This is an optimization exercise on Yosys and OpenROAD, whose aim is small area, a short achievable clock period and few clock cycles, not a production implementation. Function was not checked in any run shown here: the RTL went through the layout flow alone. No activity file was given, so power comes from the tool's default toggle rates.

===== flow/config.mk =====
export PLATFORM = sky130hd
export DESIGN_NAME = subarray_sum_search
export DESIGN_NICKNAME = subarray_sum_search
export VERILOG_FILES = /design/flow/design.v
export SDC_FILE = /design/flow/constraint.sdc
export NUM_CORES = 4
export LEC_CHECK = 0
export CAP_MARGIN = 20
export CORE_MARGIN = 2
export CORE_UTILIZATION = 40
export PLACE_DENSITY = 0.6
export SLEW_MARGIN = 20

===== flow/run.sh =====
#!/bin/bash
# synth_recipe.tcl (not shown) runs the flow's synth.tcl, then flattens the netlist and writes it again
# the make line also repeats each setting of config.mk as NAME=value (left out here)
make -C /OpenROAD-flow-scripts/flow DESIGN_CONFIG=/design/flow/config.mk WORK_HOME=/design/flow/orfs CLKGATE_MAP_FILE= SYNTH_SCRIPT=/design/flow/synth_recipe.tcl finish

===== flow/design.v =====
package ssum_pkg;
    localparam int DATA_W      = 32;
    localparam int MAX_LEN_DEF = 64;
    localparam int SUM_W       = DATA_W + $clog2(MAX_LEN_DEF);
endpackage
module ssum_ctrl #(
    parameter int MAX_LEN = ssum_pkg::MAX_LEN_DEF
) (
    input  logic  clk,
    input  logic  rst_n,
    input  logic  start,
    input  logic  item_last,
    input  logic  slot_live_next,   
    output logic  busy,
    output logic  take,
    output logic  first,            
    output logic  kept,             
    output logic  ins,              
    output logic  tl                
);
    localparam int RING  = MAX_LEN - 1;
    localparam int CNT_W = $clog2(MAX_LEN + 1);
    localparam int AGE_W = $clog2(RING + 1);
    logic [CNT_W-1:0] cnt_reg;     
    logic [CNT_W-1:0] cnt_next;
    logic             ovf_reg;     
    logic [AGE_W-1:0] age_reg;     
    logic [AGE_W-1:0] age_next;
    logic             full;
    assign full  = (cnt_reg == CNT_W'(MAX_LEN));
    assign take  = start && !busy;
    assign first = (cnt_reg == '0);
    assign kept  = !full;
    assign ins   = (cnt_reg < CNT_W'(RING));
    assign tl    = ovf_reg || full;
    always_comb
    begin
        cnt_next = cnt_reg;
        if (take)
        begin
            if (item_last)
            begin
                cnt_next = '0;
            end
            else if (!full)
            begin
                cnt_next = cnt_reg + CNT_W'(1);
            end
        end
        age_next = age_reg;
        if (take && first)
        begin
            age_next = AGE_W'(1);
        end
        else if (age_reg != AGE_W'(RING))
        begin
            age_next = age_reg + AGE_W'(1);
        end
    end
    always_ff @(posedge clk or negedge rst_n)
    begin
        if (!rst_n)
        begin
            cnt_reg <= '0;
            ovf_reg <= 1'b0;
            age_reg <= '0;
            busy    <= 1'b0;
        end
        else
        begin
            cnt_reg <= cnt_next;
            age_reg <= age_next;
            if (take)
            begin
                ovf_reg <= !item_last && tl;
            end
            busy <= (cnt_next != '0) && (cnt_next < CNT_W'(RING)) &&
                    (age_next == AGE_W'(RING)) && slot_live_next;
        end
    end
endmodule
module ssum_dp #(
    parameter int MAX_LEN = ssum_pkg::MAX_LEN_DEF
) (
    input  logic                               clk,
    input  logic                               rst_n,
    input  logic                               cfg_we,
    input  logic [ssum_pkg::DATA_W-1:0]        cfg_data,
    input  logic                               take,
    input  logic [ssum_pkg::DATA_W-1:0]        item_value,
    input  logic                               item_last,
    input  logic                               first,
    input  logic                               kept,
    input  logic                               ins,
    input  logic                               tl,
    output logic                               slot_live_next,
    output logic                               done,
    output logic                               found,
    output logic                               too_long
);
    localparam int DW   = ssum_pkg::DATA_W;
    localparam int SW   = ssum_pkg::SUM_W;
    localparam int RING = MAX_LEN - 1;
    logic [DW-1:0] target_reg;
    logic          b_vld;
    logic          b_last;
    logic          b_first;
    logic          b_kept;
    logic          b_ins;
    logic          b_tl;
    logic [SW-1:0] p_reg;
    logic [SW-1:0] v_reg;
    logic [SW-1:0]   ring_reg [RING];
    logic [RING-1:0] live_reg;
    logic            c_vld;
    logic            c_last;
    logic            c_first;
    logic            c_tl;
    logic            c_zero;
    logic [RING-1:0] c_hit;
    logic          found_acc;
    logic [SW-1:0]   x_ext;
    logic [SW-1:0]   t_inv;
    logic            step;
    logic            rins;
    logic            clr;
    logic            found_new;
    assign x_ext = {{(SW-DW){item_value[DW-1]}}, item_value};
    assign t_inv = ~{{(SW-DW){target_reg[DW-1]}}, target_reg};
    assign step  = take && kept;
    assign slot_live_next = live_reg[RING-3] && !clr;
    always_ff @(posedge clk or negedge rst_n)
    begin
        if (!rst_n)
        begin
            target_reg <= '0;
            b_vld      <= 1'b0;
            c_vld      <= 1'b0;
            found_acc  <= 1'b0;
            done       <= 1'b0;
        end
        else
        begin
            if (cfg_we)
            begin
                target_reg <= cfg_data;
            end
            b_vld <= take;
            c_vld <= b_vld;
            done  <= c_vld && c_last;
            if (c_vld)
            begin
                found_acc <= found_new;
            end
        end
    end
    always_ff @(posedge clk)
    begin
        b_last  <= item_last;
        b_first <= first;
        b_kept  <= kept;
        b_ins   <= ins && kept;
        b_tl    <= tl;
        if (step)
        begin
            p_reg <= (first ? '0 : p_reg) + x_ext;
            v_reg <= (first ? t_inv : v_reg) + x_ext + SW'(first);
        end
    end
    always_ff @(posedge clk)
    begin
        c_last  <= b_last;
        c_first <= b_first;
        c_tl    <= b_tl;
        c_zero  <= b_kept && (v_reg == '0);
        for (int k = 0; k < RING; k++)
        begin
            c_hit[k] <= b_kept && !b_first && live_reg[k] && (ring_reg[k] == v_reg);
        end
    end
    assign found_new = (!c_first && found_acc) || c_zero || (|c_hit);
    always_ff @(posedge clk)
    begin
        found    <= found_new;
        too_long <= c_tl;
    end
    assign rins = b_vld && b_ins;
    assign clr  = b_vld && b_first;
    always_ff @(posedge clk)
    begin
        ring_reg[0] <= rins ? p_reg : ring_reg[RING-1];
        live_reg[0] <= rins || (live_reg[RING-1] && !clr);
        for (int k = 1; k < RING; k++)
        begin
            ring_reg[k] <= ring_reg[k-1];
            live_reg[k] <= live_reg[k-1] && !clr;
        end
    end
endmodule
module subarray_sum_search #(
    parameter int MAX_LEN = ssum_pkg::MAX_LEN_DEF
) (
    input  logic                                clk,
    input  logic                                rst_n,
    input  logic                                start,
    output logic                                busy,
    input  logic signed [ssum_pkg::DATA_W-1:0]  item_value,
    input  logic                                item_last,
    input  logic                                cfg_we,
    input  logic signed [ssum_pkg::DATA_W-1:0]  cfg_data,
    output logic                                done,
    output logic                                result_found,
    output logic                                result_too_long
);
    logic slot_live_next;
    logic take;
    logic first;
    logic kept;
    logic ins;
    logic tl;
    ssum_ctrl #(
        .MAX_LEN (MAX_LEN)
    ) u_ctrl (
        .clk            (clk),
        .rst_n          (rst_n),
        .start          (start),
        .item_last      (item_last),
        .slot_live_next (slot_live_next),
        .busy           (busy),
        .take           (take),
        .first          (first),
        .kept           (kept),
        .ins            (ins),
        .tl             (tl)
    );
    ssum_dp #(
        .MAX_LEN (MAX_LEN)
    ) u_dp (
        .clk            (clk),
        .rst_n          (rst_n),
        .cfg_we         (cfg_we),
        .cfg_data       (cfg_data),
        .take           (take),
        .item_value     (item_value),
        .item_last      (item_last),
        .first          (first),
        .kept           (kept),
        .ins            (ins),
        .tl             (tl),
        .slot_live_next (slot_live_next),
        .done           (done),
        .found          (result_found),
        .too_long       (result_too_long)
    );
endmodule

===== flow/constraint.sdc =====
create_clock -name core_clock -period 5.5 [get_ports {clk}]
set_input_delay 1.1000 -clock core_clock [delete_from_list [all_inputs] [get_ports {clk}]]
set_output_delay 1.1000 -clock core_clock [all_outputs]
set_load 0.01 [all_outputs]

==> run_results.csv, run 1 <==
group,metric,value,unit
outcome,status,"finished clean",
sta,period_minus_slack,5.05,ns
cells_and_area,largest_reg_flops,2394,
grt,gr-total-overflow,0,
synthesis,synth_compound_area_frac,0.0192,
grt,grt_pass1_vias,54600,
synthesis,synthCells,7138,
grt,track_usage,0.239,
route,drc,0,
cts,cts.path.max_buffers,4,
route,routed_wl,273000,um
pwr,power.density,624,nW/um2
synthesis,synthSimpleGateAreaFrac,0.0826,
route,drtIter0Drc,4752,
route,drt-pass1-iter-count,5,
synthesis,synth_warnings,3,
floorplan,io_pins,73,
sta,report.final.slew_viol_count,0,
sta,max_slew_margin,0.284,
synthesis,synth_most_common_cell,"dfxtp_1",
pwr,peakVddDrop,0.445,mV
sta,finalSetupTns,0,ns
synthesis,syn_avg_cell_area,12.3,um2
floorplan,dieHeight,473,um
grt,grt_pass1_wl,389000,um
cts,post_cts_buffers,0,
route,drtAntennaViolNets,0,
cells_and_area,layout-drive-gt1-share,0.0796,
grt,antenna_found_initial,7,
cts,cts-resized-gates,0,
synthesis,synthXorXnorAreaFrac,0.246,
setup_path,start_kind,"flip-flop",
cts,cts_made_buffers,274,
synthesis,muxShareOfSynthArea,0.00909,
grt,grt_max_degree,65,
floorplan,start_util,0.401,
sta,hold_viol,0,
route,avgViaCountPerCell,5.12,
floorplan,core_area,219000,um2
placed_design,dpl.hpwl,183000,um
synthesis,synth_area,87800,um2
synthesis,synth-async-reset-ratio,0.0192,
setup_path,worstPathArrival,5.69,ns
sta,max_clock_freq,0.198,GHz
cts,clk_pin_slew,0.06,ns
cts,cts_tree,"built",
synthesis,ys_ff_latch,2658,
sta,fin_worst_skew,0.0584,ns
cts,htree_levels,5,
synthesis,synth_top_area_frac,0.577,
worst_hold_path,worstHoldPathType,"flip-flop to flip-flop",
setup_path,crit_path_end_kind,"flip-flop",
floorplan,dieArea,223000,um2
sta,fin_crit_sh,0.919,
cells_and_area,syn_to_final_growth,14.7,%
synthesis,syn_nets,7286,
route,via_count,52900,
placed_design,routabilityCongestion,0.883,
synthesis,ys_types,67,
setup_path,path_class,"flip-flop to flip-flop",
cts,clock-sinks,2658,
synthesis,synth_edf_count,76,
synthesis,synth.area.top_cells,"dfxtp_1 58%, xor2_1 21%, nor4_1 3.8%",
cts,root_buffer,"clkbuf_16",
synthesis,synth_common_cells,"2,531 x dfxtp_1, 2,101 x xor2_1, 533 x nor4_1",
synthesis,synth_top_family_by_area,"XOR/XNOR gates",
cells_and_area,nets,7430,
sta,worst_pin_slew,1.06,ns
route,wl_per_cell,26.4,um
flow_run,max-cap-violations,0,
synthesis,yosysTopAreaCell,"dfxtp_1",
placed_design,portBuffers,72,
pwr,power_leakage,41.9,nW
synthesis,ys.flop_type,"dfxtp_1",
cells_and_area,fillerInstances,19600,
synthesis,synth_seq_area_share,0.617,
synthesis,synthAdderAreaFrac,0.0115,
floorplan,placementRows,172,
pwr,power.total,0.0629,W
setup_path,worst_ep_required_time,6.14,ns
cts,clk-insertion-delay-late,0.93,ns
sta,setup_violations,0,
sta,rsz0062_at_grt,"false",
floorplan,die_w,473,um
setup_path,critPathMaxFanout,47,
cts,ctsHoldBuffers,0,
-- critical path: stages, from the launching register on --
cell	delay, ns
dfrtp_1	0.42
nor4_1	0.37
nand2_1	0.12
or2_4	0.32
buf_4	0.29
buf_4	0.34
and2_1	0.23
ha_1	0.34
a21o_1	0.22
a21o_1	0.17
a21oi_1	0.34
o21ai_0	0.18
nor4b_2	0.44
o41ai_4	0.17
a21oi_1	0.45
o21ai_1	0.16
xor2_1	0.16
-- path summary, 6_finish.rpt --
check                                     from                   to  slack, ns  cells past startpoint
max                          u_ctrl.cnt_reg[5]       u_dp.p_reg[36]       0.45                     16
min                        u_dp.ring_reg[6][8]  u_dp.ring_reg[7][8]       0.32                      0
max reg2reg                  u_ctrl.cnt_reg[5]       u_dp.p_reg[36]       0.45                     16
min reg2reg                u_dp.ring_reg[6][8]  u_dp.ring_reg[7][8]       0.32                      0
max in group asynchronous                rst_n  u_dp.target_reg[28]       4.67                      2
min in group asynchronous                rst_n   u_dp.target_reg[1]       0.33                      2
-- cell type report --
type	instances	area, um2	area share
clock inverter	59	623	0.00618
antenna	1	2.50	0.0000248
multi-input combinational	4139	32400	0.321
inverter	28	105	0.00104
sequential	2658	54200	0.538
clock buffer	388	8010	0.0795
tap	2871	3590	0.0356
timing repair buffer	181	1870	0.0186
-- layout by cell type, fill, tap and decap left out, drive strengths merged, types with 3 or more instances in the layout --
cell           Yosys  final
a211oi             6      6
a21o              36     36
a21oi             74     74
a221oi             4      4
a31oi             10     10
a41oi              3      3
and2             103    103
and3              13     13
and4               3      3
buf               92    110
bufinv             0     12
clkbuf           221    388
clkdlybuf4s50      0     71
clkinv             0     38
clkinvlp           0      3
dfrtp             51     51
dfxtp           2531   2531
edfxtp            76     76
fa                 3      3
ha                76     76
inv               28     34
mux2              70     70
nand2             93     93
nand2b             6      6
nand3             24     24
nand4            269    269
nor2             118    118
nor2b             10     10
nor3              81     81
nor4             533    533
o21a               8      8
o21ai             78     78
o21bai            17     17
o31ai              4      4
xnor2            363    363
xor2            2101   2101
-- logic make-up after synthesis --
kind of cell / count (synthesis)
buffers and inverters: 341
flip-flops: 2658
AO/OA/AOI/OAI: 263
adder cells (fa/ha/maj): 79
AND/OR/NAND/NOR: 1262
multiplexers: 71
XOR/XNOR: 2464
-- per-layer routing --
metal / share of wire / track usage / wire length, um
met1: 0.46 / 0.339 / 127000
met2: 0.44 / 0.373 / 121000
met3: 0.066 / 0.0402 / 18000
met4: 0.027 / 0.0691 / 7500
met5: 0.00053 / 0.00498 / 146
-- stage by stage --
stage / util / hold slack (ns) / cell area, um2 / worst slack [ns] / instances
floorplan: - / 0.310 / 87800 / 0.475 / 7138
global placement: 0.421 / 0.312 / 92200 / 0.412 / 9877
detailed placement: 0.421 / 0.314 / 92200 / 0.464 / 9877
CTS: 0.460 / 0.300 / 101000 / 0.549 / 10300
global route: 0.460 / 0.334 / 101000 / 0.164 / 10300
finish: 0.460 / 0.322 / 101000 / 0.446 / 10300
-- report_power, final --
group	switching, W	internal (W)	total [W]
Clock	0.00743	0.0106	0.0181
Combinational	0.0127	0.00685	0.0196
Sequential	0.00277	0.0225	0.0253
Total	0.0229	0.0400	0.0629
==> inputs of run 2 (changes only) <==
--- a/flow/config.mk
+++ b/flow/config.mk
@@ -7,6 +7,7 @@
 export LEC_CHECK = 0
 export CAP_MARGIN = 20
 export CORE_MARGIN = 2
-export CORE_UTILIZATION = 40
-export PLACE_DENSITY = 0.6
+export CORE_UTILIZATION = 60
+export PLACE_DENSITY = 0.7
+export SETUP_SLACK_MARGIN = 3.0
 export SLEW_MARGIN = 20
==> run 2 against run 1 <==
  * Design area increased by 2.2%
  * Critical path type unchanged
  * Register-to-register slack improved by 1.0 ns
  * Hold slack improved by 0.0040 ns
  * Combinational power is 9.7% higher
  * Total power up 3.2%
  * Sequential share of layout area fell by 1.2 points
  * Sequential power hardly changed
  * Synthesized cell count unchanged
  * Global-route usage is 11 points higher
  * Clock power about the same
  * Critical path depth rose by 2
==> run_results.csv, run 2 <==
group,metric,value,unit
outcome,status,"finished clean",
grt,grt_max_degree,65,
cts,cts_tree,"built",
cells_and_area,nets,7600,
sta,hold_viol,0,
worst_hold_path,worstHoldPathType,"flip-flop to flip-flop",
flow_run,max-cap-violations,0,
grt,grt_pass1_wl,385000,um
setup_path,crit_path_end_kind,"flip-flop",
placed_design,routabilityCongestion,0.899,
synthesis,synth.area.top_cells,"dfxtp_1 58%, xor2_1 21%, nor4_1 3.8%",
cts,root_buffer,"clkbuf_16",
synthesis,ys_ff_latch,2658,
placed_design,dpl.hpwl,175000,um
cells_and_area,final_area,103000,um2
setup_path,critPathMaxFanout,3,
cells_and_area,syn_to_final_growth,17.3,%
setup_path,critPathTopFamily,"compound AO/OA/AOI/OAI gates",
floorplan,placementRows,140,
cells_and_area,finish.utilization,0.708,
route,drc,0,
floorplan,dieArea,149000,um2
cts,cts_made_buffers,276,
synthesis,synth_edf_count,76,
setup_path,rrSetupSlack,1.45,ns
synthesis,synth_warnings,3,
synthesis,ys_types,67,
sta,report.final.slew_viol_count,0,
cts,clock-sinks,2658,
route,avgViaCountPerCell,5.74,
route,drt-pass1-iter-count,7,
grt,antenna_found_initial,6,
cells_and_area,layout_commonest_cell,"dfxtp_1",
setup_path,crit_buf_inv,1,
synthesis,synth_top_area_frac,0.577,
setup_path,crit_path_top_delay_cell,"fa_2",
sta,period_minus_slack,4.05,ns
floorplan,io_pins,73,
synthesis,synthCells,7138,
synthesis,yosysTopAreaCell,"dfxtp_1",
cts,clk-insertion-delay-late,0.90,ns
sta,max_clock_freq,0.247,GHz
floorplan,die_w,387,um
floorplan,start_util,0.603,
setup_path,path_class,"flip-flop to flip-flop",
pwr,power.density,630,nW/um2
sta,finalSetupTns,0,ns
grt,track_usage,0.353,
route,routed_wl,271000,um
grt,grt_pass1_vias,55300,
setup_path,start_kind,"flip-flop",
floorplan,core_area,146000,um2
sta,fin_crit_sh,0.736,
placed_design,placed_cell_area,91300,um2
cells_and_area,layout-drive-gt1-share,0.127,
cts,ctsHoldBuffers,0,
synthesis,syn_avg_cell_area,12.3,um2
sta,worst_pin_slew,0.958,ns
synthesis,synth-async-reset-ratio,0.0192,
cts,cts.path.max_buffers,4,
synthesis,synth_area,87800,um2
synthesis,syn_nets,7286,
pwr,power_leakage,43.3,nW
route,drtIter0Drc,5251,
setup_path,cpPeakStageDelay,0.43,ns
floorplan,dieHeight,387,um
sta,rsz0062_at_grt,"true",
cells_and_area,final_cell_mix,"2,531 x dfxtp_1, 2,100 x xor2_1, 500 x nor4_1, 360 x xnor2_1, 293 x clkbuf_16",
grt,gr-total-overflow,0,
cts,clk_pin_slew,0.06,ns
sta,setup_violations,0,
synthesis,synth_seq_area_share,0.617,
sta,fin_worst_skew,0.0531,ns
cts,htree_levels,5,
synthesis,ys.flop_type,"dfxtp_1",
route,wl_per_cell,28.4,um
synthesis,synth_common_cells,"2,531 x dfxtp_1, 2,101 x xor2_1, 533 x nor4_1",
route,via_count,54800,
setup_path,worstPathArrival,4.66,ns
cells_and_area,largest_reg_flops,2394,
route,drtAntennaViolNets,0,
setup_path,worst_ep_required_time,6.11,ns
synthesis,synth_most_common_cell,"dfxtp_1",
pwr,peakVddDrop,0.768,mV
setup_path,cp_cell_sequence,"nor4_4 -> nand2_2 -> or2_4 -> nand2_2 -> o21ai_2 -> fa_2 -> fa_2 -> a21oi_4 -> o21bai_4 -> a31oi_4 -> nor3_2 -> a211oi_2 -> a21o_1 -> a31oi_4 -> a221oi_2 -> buf_4 -> o31ai_1 -> xor2_1",
placed_design,portBuffers,72,
sta,max_slew_margin,0.359,
-- run 2: final timing paths --
kind,from,to,depth (start not counted)
setup / recovery,u_ctrl.cnt_reg[4],u_dp.v_reg[34],18
max in group asynchronous,rst_n,u_ctrl.cnt_reg[0],2
hold / removal,u_dp.b_last,u_dp.c_last,0
hold reg to reg,u_dp.b_last,u_dp.c_last,0
setup reg to reg,u_ctrl.cnt_reg[4],u_dp.v_reg[34],18
min in group asynchronous,rst_n,u_dp.target_reg[31],2
-- run 2: metrics by stage --
| step | power (W) | instances | setup slack, ns | hold slack [ns] |
|---|---|---|---|---|
| final | 0.0649 | 9551 | 1.45 | 0.326 |
| after global routing | 0.0670 | 9547 | 1.34 | 0.331 |
| after CTS | 0.0640 | 9487 | 1.38 | 0.326 |
| after detailed placement | 0.0446 | 8927 | 0.846 | 0.312 |
| after global placement | 0.0444 | 8927 | 0.903 | 0.312 |
| after floorplan | 0.0374 | 7138 | 1.52 | 0.310 |
-- run 2: report_power, final --
| part | switching [W] | internal, W | leakage (nW) | total (W) |
|---|---|---|---|---|
| Combinational | 0.0134 | 0.00809 | 16.7 | 0.0215 |
| Clock | 0.00741 | 0.0108 | 4.34 | 0.0182 |
| Sequential | 0.00269 | 0.0225 | 22.3 | 0.0252 |
| Total | 0.0235 | 0.0414 | 43.3 | 0.0649 |
-- run 2: repair_timing --
item,in CTS,in global routing
endpoints found under the setup margin,142,151
pin swaps,57,86
buffers inserted,93,58
gates cloned,11,2
resized for setup,180,151
-- run 2: logic make-up (layout without fill, tap and decap cells) --
kind of cell               after synthesis  count (layout)  share of synthesized area
DFF                                   2658            2658                      0.617
other                                    0               4                          0
buffers and inverters                  341             828                     0.0146
and+or+nand+nor                       1262            1267                     0.0826
xor gates and xnor gates              2464            2464                      0.246
adders and majority gates               79              79                     0.0115
AOI/OAI and AO/OA                      263             263                     0.0192
muxes                                   71              71                    0.00909
-- run 2: layout make-up --
| type | count | area (um2) |
|---|---|---|
| clock inverter | 67 | 737 |
| timing repair buffer | 344 | 3710 |
| sequential | 2658 | 54200 |
| clock buffer | 389 | 8050 |
| multi-input combinational | 4144 | 33800 |
| fill | 10200 | 42600 |
| antenna | 4 | 10.0 |
| inverter | 28 | 105 |
| tap | 1917 | 2400 |
-- run 2: per-layer routing --
metal	track usage	up-vias	routed length [um]
met1	0.496	27200	119000
met3	0.0653	620	22400
li1	-	24400	-
met4	0.133	0	11100
met5	0	-	0
met2	0.542	2564	119000
==> inputs of run 3 (changes only) <==
--- a/flow/design.v
+++ b/flow/design.v
@@ -23,16 +23,18 @@
     localparam int AGE_W = $clog2(RING + 1);
     logic [CNT_W-1:0] cnt_reg;     
     logic [CNT_W-1:0] cnt_next;
+    logic             first_reg;   
+    logic             full_reg;    
+    logic             ins_reg;     
     logic             ovf_reg;     
     logic [AGE_W-1:0] age_reg;     
     logic [AGE_W-1:0] age_next;
-    logic             full;
-    assign full  = (cnt_reg == CNT_W'(MAX_LEN));
+    logic             old_next;
     assign take  = start && !busy;
-    assign first = (cnt_reg == '0);
-    assign kept  = !full;
-    assign ins   = (cnt_reg < CNT_W'(RING));
-    assign tl    = ovf_reg || full;
+    assign first = first_reg;
+    assign kept  = !full_reg;
+    assign ins   = ins_reg;
+    assign tl    = ovf_reg || full_reg;
     always_comb
     begin
         cnt_next = cnt_reg;
@@ -42,13 +44,13 @@
             begin
                 cnt_next = '0;
             end
-            else if (!full)
+            else if (!full_reg)
             begin
                 cnt_next = cnt_reg + CNT_W'(1);
             end
         end
         age_next = age_reg;
-        if (take && first)
+        if (take && first_reg)
         begin
             age_next = AGE_W'(1);
         end
@@ -56,26 +58,33 @@
         begin
             age_next = age_reg + AGE_W'(1);
         end
+        old_next = (age_next == AGE_W'(RING));
     end
     always_ff @(posedge clk or negedge rst_n)
     begin
         if (!rst_n)
         begin
-            cnt_reg <= '0;
-            ovf_reg <= 1'b0;
-            age_reg <= '0;
-            busy    <= 1'b0;
+            cnt_reg   <= '0;
+            first_reg <= 1'b1;
+            full_reg  <= 1'b0;
+            ins_reg   <= 1'b1;
+            ovf_reg   <= 1'b0;
+            age_reg   <= '0;
+            busy      <= 1'b0;
         end
         else
         begin
-            cnt_reg <= cnt_next;
-            age_reg <= age_next;
+            cnt_reg   <= cnt_next;
+            first_reg <= (cnt_next == '0);
+            full_reg  <= (cnt_next == CNT_W'(MAX_LEN));
+            ins_reg   <= (cnt_next < CNT_W'(RING));
+            age_reg   <= age_next;
             if (take)
             begin
                 ovf_reg <= !item_last && tl;
             end
-            busy <= (cnt_next != '0) && (cnt_next < CNT_W'(RING)) &&
-                    (age_next == AGE_W'(RING)) && slot_live_next;
+            busy <= (cnt_next != '0) && (cnt_next < CNT_W'(RING)) && old_next &&
+                    slot_live_next;
         end
     end
 endmodule
@@ -109,25 +118,37 @@
     logic          b_ins;
     logic          b_tl;
     logic [SW-1:0] p_reg;
-    logic [SW-1:0] v_reg;
     logic [SW-1:0]   ring_reg [RING];
     logic [RING-1:0] live_reg;
     logic            c_vld;
     logic            c_last;
     logic            c_first;
+    logic            c_kept;
     logic            c_tl;
     logic            c_zero;
     logic [RING-1:0] c_hit;
     logic          found_acc;
     logic [SW-1:0]   x_ext;
-    logic [SW-1:0]   t_inv;
+    logic [SW-1:0]   t_ext;
+    logic [SW-1:0]   q_new;
+    logic [SW-1:0]   p_base;
+    logic [SW-1:0]   p_sum;
     logic            step;
     logic            rins;
     logic            clr;
     logic            found_new;
     assign x_ext = {{(SW-DW){item_value[DW-1]}}, item_value};
-    assign t_inv = ~{{(SW-DW){target_reg[DW-1]}}, target_reg};
+    assign t_ext = {{(SW-DW){target_reg[DW-1]}}, target_reg};
     assign step  = take && kept;
+    assign q_new = p_reg + t_ext;
+    assign p_base = first ? '0 : p_reg;
+    ssum_add #(
+        .W (SW)
+    ) u_padd (
+        .a (p_base),
+        .b (x_ext),
+        .s (p_sum)
+    );
     assign slot_live_next = live_reg[RING-3] && !clr;
     always_ff @(posedge clk or negedge rst_n)
     begin
@@ -163,22 +184,23 @@
         b_tl    <= tl;
         if (step)
         begin
-            p_reg <= (first ? '0 : p_reg) + x_ext;
-            v_reg <= (first ? t_inv : v_reg) + x_ext + SW'(first);
+            p_reg <= p_sum;
         end
     end
     always_ff @(posedge clk)
     begin
         c_last  <= b_last;
         c_first <= b_first;
+        c_kept  <= b_kept;
         c_tl    <= b_tl;
-        c_zero  <= b_kept && (v_reg == '0);
+        c_zero  <= (p_reg == t_ext);
         for (int k = 0; k < RING; k++)
         begin
-            c_hit[k] <= b_kept && !b_first && live_reg[k] && (ring_reg[k] == v_reg);
-        end
-    end
-    assign found_new = (!c_first && found_acc) || c_zero || (|c_hit);
+            c_hit[k] <= live_reg[k] && (ring_reg[k] == p_reg);
+        end
+    end
+    assign found_new = (!c_first && found_acc) ||
+                       (c_kept && (c_zero || (!c_first && (|c_hit))));
     always_ff @(posedge clk)
     begin
         found    <= found_new;
@@ -188,12 +210,49 @@
     assign clr  = b_vld && b_first;
     always_ff @(posedge clk)
     begin
-        ring_reg[0] <= rins ? p_reg : ring_reg[RING-1];
+        ring_reg[0] <= rins ? q_new : ring_reg[RING-1];
         live_reg[0] <= rins || (live_reg[RING-1] && !clr);
         for (int k = 1; k < RING; k++)
         begin
             ring_reg[k] <= ring_reg[k-1];
             live_reg[k] <= live_reg[k-1] && !clr;
+        end
+    end
+endmodule
+module ssum_add #(
+    parameter int W = 8
+) (
+    input  logic [W-1:0] a,
+    input  logic [W-1:0] b,
+    output logic [W-1:0] s
+);
+    localparam int LV = $clog2(W);
+    logic [W-1:0] g [LV+1];
+    logic [W-1:0] p [LV+1];
+    always_comb
+    begin
+        g[0] = a & b;
+        p[0] = a ^ b;
+        for (int l = 0; l < LV; l++)
+        begin
+            for (int i = 0; i < W; i++)
+            begin
+                if (i >= (1 << l))
+                begin
+                    g[l+1][i] = g[l][i] | (p[l][i] & g[l][i-(1<<l)]);
+                    p[l+1][i] = p[l][i] & p[l][i-(1<<l)];
+                end
+                else
+                begin
+                    g[l+1][i] = g[l][i];
+                    p[l+1][i] = p[l][i];
+                end
+            end
+        end
+        s[0] = p[0][0];
+        for (int i = 1; i < W; i++)
+        begin
+            s[i] = p[0][i] ^ g[LV][i-1];
         end
     end
 endmodule
==> run 3 against run 2 <==
  * Still clean on timing, DRC and antenna
  * Maximum frequency rose by 31%
  * Total power grew 18%
  * Design area fell by 1.1%
  * Critical path type unchanged
  * Critical endpoint is now u_dp.p_reg[30]
==> run_results.csv, run 3 <==
group,metric,value,unit
outcome,status,"finished clean",
grt,grt_pass1_vias,55900,
synthesis,synth_edf_count,38,
synthesis,ys_types,77,
route,drtIter0Drc,6144,
floorplan,placementRows,139,
cells_and_area,nets,7535,
synthesis,synth.area.top_cells,"dfxtp_1 58%, xor2_1 19%, xnor2_1 5.4%",
route,drtAntennaViolNets,0,
sta,fin_ws,2.42,ns
sta,max_clock_freq,0.325,GHz
cts,clk-insertion-delay-late,0.90,ns
placed_design,portBuffers,72,
synthesis,synth-async-reset-ratio,0.0206,
pwr,power_leakage,42.2,nW
pwr,p_sw_frac,0.398,
synthesis,syn_avg_cell_area,12.2,um2
synthesis,synthAdderAreaFrac,0.0114,
route,via_count,56200,
cells_and_area,final_area,102000,um2
floorplan,dieArea,147000,um2
sta,worst_pin_slew,0.830,ns
pwr,seqPwrFrac,0.394,
route,wl_per_cell,31.0,um
cts,cts.path.max_buffers,3,
worst_hold_path,worstHoldPathType,"input port to async pin",
floorplan,start_util,0.604,
grt,grt_pass1_wl,407000,um
floorplan,io_pins,73,
cts,root_buffer,"clkbuf_16",
sta,rsz0062_at_grt,"true",
grt,antenna_found_initial,7,
placed_design,dp_slack,1.25,ns
pwr,clkPwrFrac,0.227,
cells_and_area,layout_commonest_cell,"dfxtp_1",
placed_design,dpl.hpwl,176000,um
sta,finalSetupTns,0,ns
pwr,switching_power,0.0305,W
cts,cts_tree,"built",
cells_and_area,syn_to_final_growth,17.5,%
cells_and_area,finish.utilization,0.710,
synthesis,synth_warnings,6,
sta,max_slew_margin,0.446,
cts,htree_levels,4,
sta,fin_worst_skew,0.0486,ns
floorplan,core_area,143000,um2
pwr,combPwrFrac,0.379,
synthesis,synth_common_cells,"2,532 x dfxtp_1, 1,881 x xor2_1, 534 x xnor2_1",
synthesis,synth_most_common_cell,"dfxtp_1",
placed_design,placed_cell_area,89700,um2
grt,grt_max_degree,76,
synthesis,yosysTopAreaCell,"dfxtp_1",
synthesis,synthSimpleGateAreaFrac,0.0826,
pwr,p_int,0.0461,W
setup_path,path_class,"flip-flop to flip-flop",
setup_path,reg2regPathDepth,12,
cts,cts_made_buffers,238,
pwr,peakVddDrop,0.661,mV
route,drc,0,
sta,hold_viol,0,
synthesis,synth_seq_area_share,0.614,
synthesis,synth_top_family_by_area,"XOR/XNOR gates",
synthesis,ys.flop_type,"dfxtp_1",
placed_design,routabilityCongestion,0.935,
floorplan,dieHeight,384,um
floorplan,die_w,384,um
synthesis,syn_nets,7263,
cts,clock-sinks,2624,
sta,holdWs,0.325,ns
synthesis,synth_area,86700,um2
setup_path,start_kind,"flip-flop",
cells_and_area,final_cell_mix,"2,532 x dfxtp_1, 1,874 x xor2_1, 525 x xnor2_1, 480 x nor4_1, 279 x nand4_1",
setup_path,worstPathArrival,3.75,ns
cells_and_area,layout-drive-gt1-share,0.121,
grt,gr-total-overflow,0,
cts,clk_pin_slew,0.07,ns
synthesis,synth_top_area_frac,0.585,
synthesis,synthCells,7116,
sta,report.final.slew_viol_count,0,
cts,ctsHoldBuffers,0,
setup_path,worst_ep_required_time,6.17,ns
synthesis,ys_ff_latch,2624,
route,avgViaCountPerCell,5.92,
synthesis,synth_compound_area_frac,0.0268,
route,drt-pass1-iter-count,6,
route,routed_wl,295000,um
sta,fin_crit_sh,0.560,
grt,track_usage,0.387,
flow_run,max-cap-violations,0,
sta,period_minus_slack,3.08,ns
setup_path,crit_path_end_kind,"flip-flop",
pwr,power.density,752,nW/um2
setup_path,reg2reg_from,"u_ctrl.first_reg",
setup_path,rrSetupSlack,2.42,ns
setup_path,worstReg2RegEnd,"u_dp.p_reg[30]",
cells_and_area,largest_reg_flops,2394,
synthesis,muxShareOfSynthArea,0.00463,
synthesis,synthXorXnorAreaFrac,0.244,
sta,setup_violations,0,
setup_path,critPathMaxFanout,6,
run 3: cell count changes in the layout (fill, tap and decap cells not counted), moves of 38 or more:
cell and change:
clkbuf_16 -45, edfxtp_1 -38, mux2_2 -38, nor2_1 -48, xnor2_1 +165, xor2_1 -226
run 3: per-stage QoR:
stage                     total power [W]  instances
after floorplan                    0.0445       7116
after global placement             0.0535       8867
after detailed placement           0.0538       8867
after CTS                          0.0742       9436
after global routing               0.0788       9504
final                              0.0766       9506
run 3: layout make-up:
class                           count  area, um2
Fill cell                       10100      41600
Antenna cell                        4       10.0
Clock inverter                     89       1250
Sequential cell                  2624      53200
Inverter                           61        240
Clock buffer                      362       7120
Timing Repair Buffer              350       4320
Tap cell                         1903       2380
Multi-Input combinational cell   4113      33400
run 3: repair_timing:
action / 4_1_cts / 5_1_grt
endpoints found under the setup margin: 128 / 86
buffers inserted: 95 / 60
pin swaps: 39 / 61
resized for setup: 227 / 176
cloned: 23 / 6
run 3: power groups by stage:
stage | sequential (W) | clock [W] | combinational [W]
2_1_floorplan | 0.0279 | 0 | 0.0166
3_3_place_gp | 0.0304 | 0 | 0.0231
3_5_place_dp | 0.0304 | 0 | 0.0234
4_1_cts | 0.0299 | 0.0174 | 0.0269
5_1_grt | 0.0305 | 0.0182 | 0.0302
6_report | 0.0302 | 0.0174 | 0.0290
run 3: kinds of logic after synthesis:
kind of cell	Yosys count
flops	2624
xor+xnor	2415
simple gates	1231
buf+inv	379
compound gates	353
fa+ha+maj	78
mux	36
run 3: how the worst max path moves through the flow:
stage,startpoint,endpoint,slack (ns),cells after the start
after detailed placement,item_value[0],u_dp.p_reg[30],1.25,11
final,u_ctrl.first_reg,u_dp.p_reg[30],2.42,12
after global placement,item_value[0],u_dp.p_reg[30],1.27,11
after floorplan,item_value[0],u_dp.p_reg[30],2.32,10
after global routing,u_dp.p_reg[7],u_dp.p_reg[30],2.31,12
after CTS,u_ctrl.first_reg,u_dp.p_reg[30],2.40,12
run 3: critical path, stage by stage, from the launching register on:
cell and delay, ns:
dfstp_4 0.75, buf_8 0.17, nor2_4 0.04, fa_2 0.41, a21o_1 0.21, a221oi_4 0.29
o211ai_1 0.17, nand2_2 0.14, nand2_2 0.08, nand3b_1 0.11, buf_6 0.14, mux2i_1 0.07
nor4bb_1 0.27
run 3: routing by layer:
metal / vias to the layer above / share of wire / track usage / wire (um)
met3: 734 / 0.10 / 0.0876 / 30300
met1: 27900 / 0.42 / 0.542 / 125000
met4: 6 / 0.052 / 0.176 / 15400
li1: 24400 / - / - / -
met5: - / 0.00013 / 0 / 39
met2: 3241 / 0.42 / 0.570 / 125000

port drivers added, routing unchanged:
The flow's constraints put no driver on any port. The routed layouts listed below were extracted and timed again, unchanged, in two steps. Step 1 sets driving cells, clkbuf_16 on the clock port and buf_2 on the other inputs (assumed; they add their load-dependent delay and slew). Step 2 moves the port delays by t, midway between the first and last clock arrival at a register: inputs arrive t later, outputs are due t later. That takes back most of the time a late clock gives input paths. Three values: ideal, step 1, step 2; two values: the first two.
run | t (ns) | slack for setup (ns) | worst hold slack (ns) | latest minus earliest clock arrival (ns) | worst slew at a driven data input, ns
run 1 | 0.989 | 0.446 / 0.446 / 0.397 | 0.322 / 0.260 / 0.322 | 0.071 / 0.071 | 0.05
run 2 | 0.963 | 1.455 / 1.455 / 0.962 | 0.326 / 0.302 / 0.326 | 0.055 / 0.055 | 0.06
run 3 | 0.968 | 2.420 / 2.420 / 1.642 | 0.325 / 0.254 / 0.325 | 0.050 / 0.051 | 0.05
After both steps every run listed still meets setup and hold. For run 3, which loses most, drivers alone change the setup slack by 0.000 ns; drivers and shift together by -0.778 ns.
